Source: an optimization exercise on an open RTL-to-GDS flow (aim: small area and few clock cycles per item). Production flows keep margins and buffers that such runs may drop.
The RTL was checked by simulation tests, not by an equivalence proof against the original design.

Design fp_mul_pipe, start of the top module:
module fp_mul_pipe #(
   parameter int EXP_W = 8,
   parameter int MAN_W = 23
) (
   input  logic                     clk,
   input  logic                     rst,
   input  logic                     in_valid,
   output logic                     in_ready,
   input  logic [EXP_W+MAN_W:0]     in_a,
   input  logic [EXP_W+MAN_W:0]     in_b,
   output logic                     out_valid,
   input  logic                     out_ready,
   output logic [EXP_W+MAN_W:0]     out_z,
   output logic [3:0]               out_flags
);
   localparam int W    = 1 + EXP_W + MAN_W;
   localparam int BIAS = 2 ** (EXP_W - 1) - 1;
   localparam int EMAX = 2 ** EXP_W - 1;
   localparam int EW2  = EXP_W + 2;
   localparam logic [W-1:0] QNAN = {1'b0, {EXP_W{1'b1}}, 1'b1, {(MAN_W-1){1'b0}}};
   logic adv;
   logic [EXP_W-1:0] ea, eb;
   logic [MAN_W-1:0] fa, fb;
   logic a_nan, b_nan, a_inf, b_inf, a_zero, b_zero, any_nan, any_inf, any_zero, snan, sgn, spec;
   logic [47:0] px, py;
   logic [23:0] za, zb;
   logic nz22;
   logic [25:0] u;
   logic ov;
   logic [25:0] r_p;
   logic r_st, r_sgn, r_spec, r_qnan, r_inf, r_inv;
   assign r_qnan = r_p[25];
   assign r_inf = r_p[24];
   assign r_inv = r_p[23];
   logic [EXP_W:0] r_e;
   logic p47, guard, sticky, rnd, cy, ovf, unf;
   logic [24:0] mm;
   logic [MAN_W-1:0] frac_r;
   logic [MAN_W:0] ic;
   logic [EXP_W:0] ex;
   assign adv = !ov || out_ready;
   assign in_ready = adv;
   assign out_valid = ov;
   assign ea = in_a[W-2:MAN_W];
   assign eb = in_b[W-2:MAN_W];
   assign fa = in_a[MAN_W-1:0];
   assign fb = in_b[MAN_W-1:0];
   assign a_nan = &ea && |fa;
   assign b_nan = &eb && |fb;
   assign a_inf = &ea && !(|fa);
   assign b_inf = &eb && !(|fb);
   assign a_zero = ~|ea;
   assign b_zero = ~|eb;
   assign any_nan = a_nan || b_nan;
   assign any_inf = a_inf || b_inf;
  ...
clock: 8.5 ns
lec_check: 0
abc_area: 1
cap_margin: 20
core_margin: 2
core_utilization: 35
slew_margin: 20
synth_hierarchical: 1
standard.sh (not shown) runs the stock make flow with config.mk's settings and CLKGATE_MAP_FILE= SYNTH_SCRIPT=/design/flow/synth_recipe.tcl, a recipe that flattens the netlist after the stock synthesis.
==> flow/flow/run.sh <==
#!/bin/bash
# The standard layout, with plain buf_1 cells as the port buffers.
set -euo pipefail
bash standard.sh "BUFFER_PORTS_ARGS=-buffer_cell sky130_fd_sc_hd__buf_1" finish > standard_flow.log 2>&1
Testbench counts at the start, summed over its fixed seeds: cycles 12,008, items 12,000.
Then changed:
==> flow/flow/run.sh (replaced) <==
#!/bin/bash
set -euo pipefail
here=$(pwd)
{
  head -n 1 synth_recipe.tcl
  cat <<EOF
proc abc {args} {
  set i [lsearch -exact \$args -script]
  if { \$i >= 0 } { lset args [expr { \$i + 1 }] {$here/flow/abc.script} }
  yosys abc {*}\$args
}
EOF
  tail -n +2 synth_recipe.tcl
} > own_synth.tcl
bash standard.sh "SYNTH_SCRIPT=$here/own_synth.tcl" "BUFFER_PORTS_ARGS=-buffer_cell sky130_fd_sc_hd__buf_1" finish > standard_flow.log 2>&1
==> flow/flow/abc.script (new file) <==
strash
dch
map
topo
CORE_UTILIZATION = 45   (was 35)
CTS_BUF_LIST = sky130_fd_sc_hd__clkbuf_8   (was unset)
Wire length rises slightly.
Clock-buffer cell count went down by 2.
Utilization is higher by 13 points.
Global-route usage went up by 8.0 points.
Maximum frequency goes down by a few percent.
Area after synthesis decreases by a few percent.
Die area falls by a quarter to a third.
Register-to-register slack barely changes.
Design area came out lower slightly.
Then changed:
CORE_ASPECT_RATIO = 1.6   (was unset)
CORE_UTILIZATION = 35   (was 45)
Result: The changed run went through all stages and came out clean; wire length rises by a few percent; core utilization went down by 11 points; synthesized cell count is unchanged; non-clock buffer count climbs by 21; design area climbs slightly; via count went down slightly.
Then changed:
CELL_PAD_IN_SITES_DETAIL_PLACEMENT = 0   (was unset)
CELL_PAD_IN_SITES_GLOBAL_PLACEMENT = 0   (was unset)
CORE_ASPECT_RATIO = unset   (was 1.6)
What happened:
- The new run finished clean
- worst setup slack gains 0.062 ns
- non-clock buffer count is lower by 32
- clock skew is lower by 0.0038 ns

fp_mul_pipe again, from the RTL that the note above started with.
// fp_mul_pipe
module fp_mul_pipe #(
   parameter int EXP_W = 8,
   parameter int MAN_W = 23
) (
   input  logic                     clk,
   input  logic                     rst,
   input  logic                     in_valid,
   output logic                     in_ready,
   input  logic [EXP_W+MAN_W:0]     in_a,
   input  logic [EXP_W+MAN_W:0]     in_b,
   output logic                     out_valid,
   input  logic                     out_ready,
   output logic [EXP_W+MAN_W:0]     out_z,
   output logic [3:0]               out_flags
);
==> flow/config.mk <==
export PLATFORM = sky130hd
export DESIGN_NAME = fp_mul_pipe
export DESIGN_NICKNAME = fp_mul_pipe
export VERILOG_FILES = /design/flow/design.v
export SDC_FILE = /design/flow/constraint.sdc
export NUM_CORES = 4
export LEC_CHECK = 0
export ABC_AREA = 1
export CAP_MARGIN = 20
export CORE_MARGIN = 2
export CORE_UTILIZATION = 30
export CTS_BUF_LIST = sky130_fd_sc_hd__clkbuf_8
export SLEW_MARGIN = 20
export SYNTH_HIERARCHICAL = 1
==> flow/constraint.sdc <==
create_clock -name core_clock -period 8.5 [get_ports {clk}]
set_input_delay 1.7000 -clock core_clock [delete_from_list [all_inputs] [get_ports {clk}]]
set_output_delay 1.7000 -clock core_clock [all_outputs]
set_load 0.01 [all_outputs]
==> flow/flow/run.sh <==
#!/bin/bash
# The standard layout, with plain buf_1 cells as the port buffers.
set -euo pipefail
bash standard.sh "BUFFER_PORTS_ARGS=-buffer_cell sky130_fd_sc_hd__buf_1" finish > standard_flow.log 2>&1
The baseline produced a clean layout.
Testbench counts at the start, summed over its fixed seeds: cycles 12,008, items 12,000.
Rerun with:
==> flow/flow/run.sh (replaced) <==
#!/bin/bash
set -euo pipefail
here=$(pwd)
{
  head -n 1 synth_recipe.tcl
  cat <<EOF
proc abc {args} {
  set i [lsearch -exact \$args -script]
  if { \$i >= 0 } { lset args [expr { \$i + 1 }] {$here/flow/abc.script} }
  yosys abc {*}\$args
}
EOF
  tail -n +2 synth_recipe.tcl
} > own_synth.tcl
bash standard.sh "SYNTH_SCRIPT=$here/own_synth.tcl" "BUFFER_PORTS_ARGS=-buffer_cell sky130_fd_sc_hd__buf_1" finish > standard_flow.log 2>&1
==> flow/flow/abc.script (new file) <==
strash
dch
map
topo
CORE_ASPECT_RATIO = 0.6   (was default)
CORE_UTILIZATION = 35   (was 30)
Effect: Worst setup slack is worse by 150 ps; critical path depth fell by 3; cell area rose slightly; core utilization rose by 8.0 points; clock skew rose by 3.6 ps; wire length rose by a few percent; synthesized area fell by a few percent; sequential cell count is unchanged.
Rerun with:
CORE_ASPECT_RATIO = default   (was 0.6)
CORE_UTILIZATION = 40   (was 35)
CTS_BUF_LIST = default   (was sky130_fd_sc_hd__clkbuf_8)
What happened:
- clock skew drops by 7.1 ps
- flip-flop and latch count stays the same
- wire length drops by 5.0%
- final cell count drops by 4.3%
- count of clock-buffer cells in the layout stays the same
- utilization climbs by 4.8 points
- synthesized area is unchanged
- hold slack gets better by 250 ps
- non-clock buffer count drops by 33
- worst setup slack gets better by 27 ps
Rerun with:
CORE_UTILIZATION = 35   (was 40)
CTS_BUF_LIST = sky130_fd_sc_hd__clkbuf_8   (was default)
Result: The new run finished clean; utilization decreases by 5.9 points; cell count grows by 2.7%; via count shrinks by 0.56%; worst hold slack improved by 39 ps.
Rerun with:
==> flow/flow/abc.script (replaced) <==
strash
dch
amap
topo
CORE_UTILIZATION = 40   (was 35)
CTS_BUF_LIST = default   (was sky130_fd_sc_hd__clkbuf_8)
What happened:
- global-route usage increases by 8.1 points
- final cell count increases by 18%
- setup slack is worse by 170 ps
- flip-flop and latch count does not change
- register-to-register slack is better by 120 ps
- worst hold slack is worse by 550 ps
Rerun with:
==> flow/flow/run.sh (replaced) <==
#!/bin/bash
# The standard layout, with plain buf_1 cells as the port buffers.
set -euo pipefail
bash standard.sh "BUFFER_PORTS_ARGS=-buffer_cell sky130_fd_sc_hd__buf_1" finish > standard_flow.log 2>&1
CAP_MARGIN = 0   (was 20)
CTS_BUF_LIST = sky130_fd_sc_hd__clkbuf_4   (was default)
SLEW_MARGIN = 0   (was 20)
removed: flow/flow/abc.script
Result:
- The new run completed with no timing, DRC or antenna violations
- wire length drops by 15%
- non-clock buffer count drops by 265
- synthesized area climbs by 6.1%
- critical path depth drops by 8

v6:
fp_mul_pipe again, from the RTL that the note above started with.
==> flow/design.v (excerpt) <==
module fp_mul_pipe #(
   parameter int EXP_W = 8,
   parameter int MAN_W = 23
) (
   input  logic                     clk,
   input  logic                     rst,
   input  logic                     in_valid,
   output logic                     in_ready,
   input  logic [EXP_W+MAN_W:0]     in_a,
   input  logic [EXP_W+MAN_W:0]     in_b,
   output logic                     out_valid,
   input  logic                     out_ready,
   output logic [EXP_W+MAN_W:0]     out_z,
   output logic [3:0]               out_flags
);
export LEC_CHECK = 0
export ABC_AREA = 1
export CAP_MARGIN = 0
export CORE_MARGIN = 2
export CORE_UTILIZATION = 40
export SLEW_MARGIN = 0
export SYNTH_HIERARCHICAL = 1
create_clock -name core_clock -period 8.5 [get_ports {clk}]
==> flow/flow/run.sh <==
#!/bin/bash
# The standard layout, with plain buf_1 cells as the port buffers.
set -euo pipefail
bash standard.sh "BUFFER_PORTS_ARGS=-buffer_cell sky130_fd_sc_hd__buf_1" finish > standard_flow.log 2>&1
Testbench counts of v6, summed over its fixed seeds: cycles 12,008, items 12,000.
Relative to v6, the following input files were edited for v31:
- CTS_BUF_LIST now sky130_fd_sc_hd__clkbuf_8, previously not set
- SLEW_MARGIN now 20, was 0
- CAP_MARGIN now 20, was 0
[summary]
v31 -> v6: post-CTS setup repair buffer count delta 0, exact match. Looking at v6 and v31, the multiplexer share of the synthesized area is a wash. Any difference in global-route wire length before repair between v6 and v31 is small enough to ignore.
--- input diff v31..v53 ---
- swapping 40 for 35 in CORE_UTILIZATION
==> flow/flow/run.sh <==
#!/bin/bash
set -euo pipefail
here=$(pwd)
{
  head -n 1 synth_recipe.tcl
  cat <<EOF
proc abc {args} {
  set i [lsearch -exact \$args -script]
  if { \$i >= 0 } { lset args [expr { \$i + 1 }] {$here/flow/abc.script} }
  yosys abc {*}\$args
}
EOF
  tail -n +2 synth_recipe.tcl
} > own_synth.tcl
bash standard.sh "SYNTH_SCRIPT=$here/own_synth.tcl" "BUFFER_PORTS_ARGS=-buffer_cell sky130_fd_sc_hd__buf_1" finish > standard_flow.log 2>&1
==> flow/flow/abc.script (new file) <==
strash
dc2
dch
map
topo
Results
v53 completed; timing, DRC and antenna clean
Compared with v31, v53 shows a synthesized cell count that is 12% lower.
Cmp v53 and v31 / die area / lower: v31
Compared with v31, in v53 share of cells above drive strength 1 shows an increase of 2.6 points; required time reported for the critical path endpoint shows no meaningful change.
Compared v53 vs v31, and fmax is down in v53.
Edits applied to the flow inputs when going from v53 to v56:
- CTS_BUF_LIST: sky130_fd_sc_hd__clkbuf_8 -> unset
- CORE_UTILIZATION: 35 -> 40
==> flow/flow/run.sh <==
#!/bin/bash
# The standard layout, with plain buf_1 cells as the port buffers.
set -euo pipefail
bash standard.sh "BUFFER_PORTS_ARGS=-buffer_cell sky130_fd_sc_hd__buf_1" finish > standard_flow.log 2>&1
removed: flow/flow/abc.script
### Flow results
v56 vs. v53: worst-case hold slack lower. v56 gives less final critical-path share of the clock period than v53 did. Per the comparison of v56 with v53, wire length per cell after detailed routing went down 5.8%, fraction of standard cell area that is sequential held. Diff v53 -> v56: gate count of the mapped netlist went up about 13%, y dimension of the die went down about 3.6%, post-layout worst setup margin went up 340 ps.
### v56 -> v14
- PLACE_DENSITY now 0.75, previously not set
- CORE_UTILIZATION now 35, was 40
- CTS_BUF_LIST now sky130_fd_sc_hd__clkbuf_8, previously not set
==> flow/flow/run.sh <==
#!/bin/bash
set -euo pipefail
here=$(pwd)
{
  head -n 1 synth_recipe.tcl
  cat <<EOF
proc abc {args} {
  set i [lsearch -exact \$args -script]
  if { \$i >= 0 } { lset args [expr { \$i + 1 }] {$here/flow/abc.script} }
  yosys abc {*}\$args
}
EOF
  tail -n +2 synth_recipe.tcl
} > own_synth.tcl
bash standard.sh "SYNTH_SCRIPT=$here/own_synth.tcl" "BUFFER_PORTS_ARGS=-buffer_cell sky130_fd_sc_hd__buf_1" finish > standard_flow.log 2>&1
==> flow/flow/abc.script (new file) <==
strash
dch
map
topo
- v14 ended with every stage complete and zero timing, DRC or antenna violations.
- [v14 vs v56] synthesized area: lower in v14
- v14 vs v56: routed length on met2 up in v14
- Looking at v14 and v56, the flip-flop and latch share of the layout cell area is a wash.
- v14 vs v56, uppermost signal routing layer after detailed routing: met5 vs met4
- In v14 relative to v56, final area had gone down slightly.
- Diff v56 -> v14: met3 demand-to-capacity share in global routing did not really move, setup slack of the critical path after layout went down.
- [compare] base=v56 new=v14: number of stages on the worst setup path went down by 2, worst hold slack now sits higher.
> inputs changed (v14 -> v33)
- clearing PLACE_DENSITY, which used to be 0.75
- putting GPL_TIMING_DRIVEN at 0 where nothing was set
Results
- v33: flow completed, timing, DRC and antenna clean
- Between v14 and v33, number of instances in the placed design decreased.
- v33 vs v14 — setup slack dropped 190 ps.
- Any difference in clock skew between v14 and v33 is small enough to ignore.
- Net count after synthesis came out exactly the same in v33 and v14.

[port drivers added, routing unchanged]
The flow's constraints put no driver on any port. The routed layouts listed below were extracted and timed again, unchanged, in two steps.
Step 1: set_driving_cell puts a clkbuf_16 on clk and a buf_2 on each other input, an assumption about the parent block.
Step 2, shift: input delay + t, output delay - t, t = (earliest + latest rising clock arrival at the registers) / 2. This alone moves slack from input paths to output paths.
a / b / c = ideal ports / drivers / drivers and shift; a / b = the first two.
run | t, ns | setup WS [ns] | hold WS [ns]
the first run of note 1 | 0.309 | 0.586 / 0.588 / 0.279 | 0.876 / 0.876 / 0.876
the second run of note 1 | 0.325 | 0.341 / 0.351 / 0.026 | 0.881 / 0.881 / 0.881
the third run of note 1 | 0.318 | 0.342 / 0.353 / 0.035 | 1.123 / 1.123 / 1.123
the fourth run of note 1 | 0.327 | 0.404 / 0.339 / 0.013 | 1.159 / 1.159 / 1.159
the first run of note 2 | 0.332 | 0.561 / 0.565 / 0.233 | 0.874 / 0.874 / 0.874
the second run of note 2 | 0.338 | 0.414 / 0.398 / 0.084 | 0.870 / 0.870 / 0.870
the third run of note 2 | 0.314 | 0.441 / 0.370 / 0.057 | 1.120 / 1.120 / 1.120
the fourth run of note 2 | 0.327 | 0.404 / 0.339 / 0.013 | 1.159 / 1.159 / 1.159
the fifth run of note 2 | 0.321 | 0.235 / 0.202 / -0.119 | 0.612 / 0.612 / 0.612
the sixth run of note 2 | 0.375 | 0.785 / 0.753 / 0.519 | 0.877 / 0.877 / 0.877
v6 | 0.317 | 0.812 / 0.825 / 0.512 | 0.857 / 0.857 / 0.857
v31 | 0.318 | 0.826 / 0.822 / 0.517 | 0.867 / 0.867 / 0.867
v53 | 0.333 | 0.471 / 0.437 / 0.104 | 1.147 / 1.147 / 1.147
v56 | 0.317 | 0.812 / 0.825 / 0.512 | 0.857 / 0.857 / 0.857
v14 | 0.327 | 0.407 / 0.411 / 0.085 | 0.893 / 0.893 / 0.893
v33 | 0.330 | 0.221 / 0.228 / -0.102 | 0.677 / 0.677 / 0.677
With both steps, setup timing fails in the fifth run of note 2 and v33, where it was met with ideal ports.
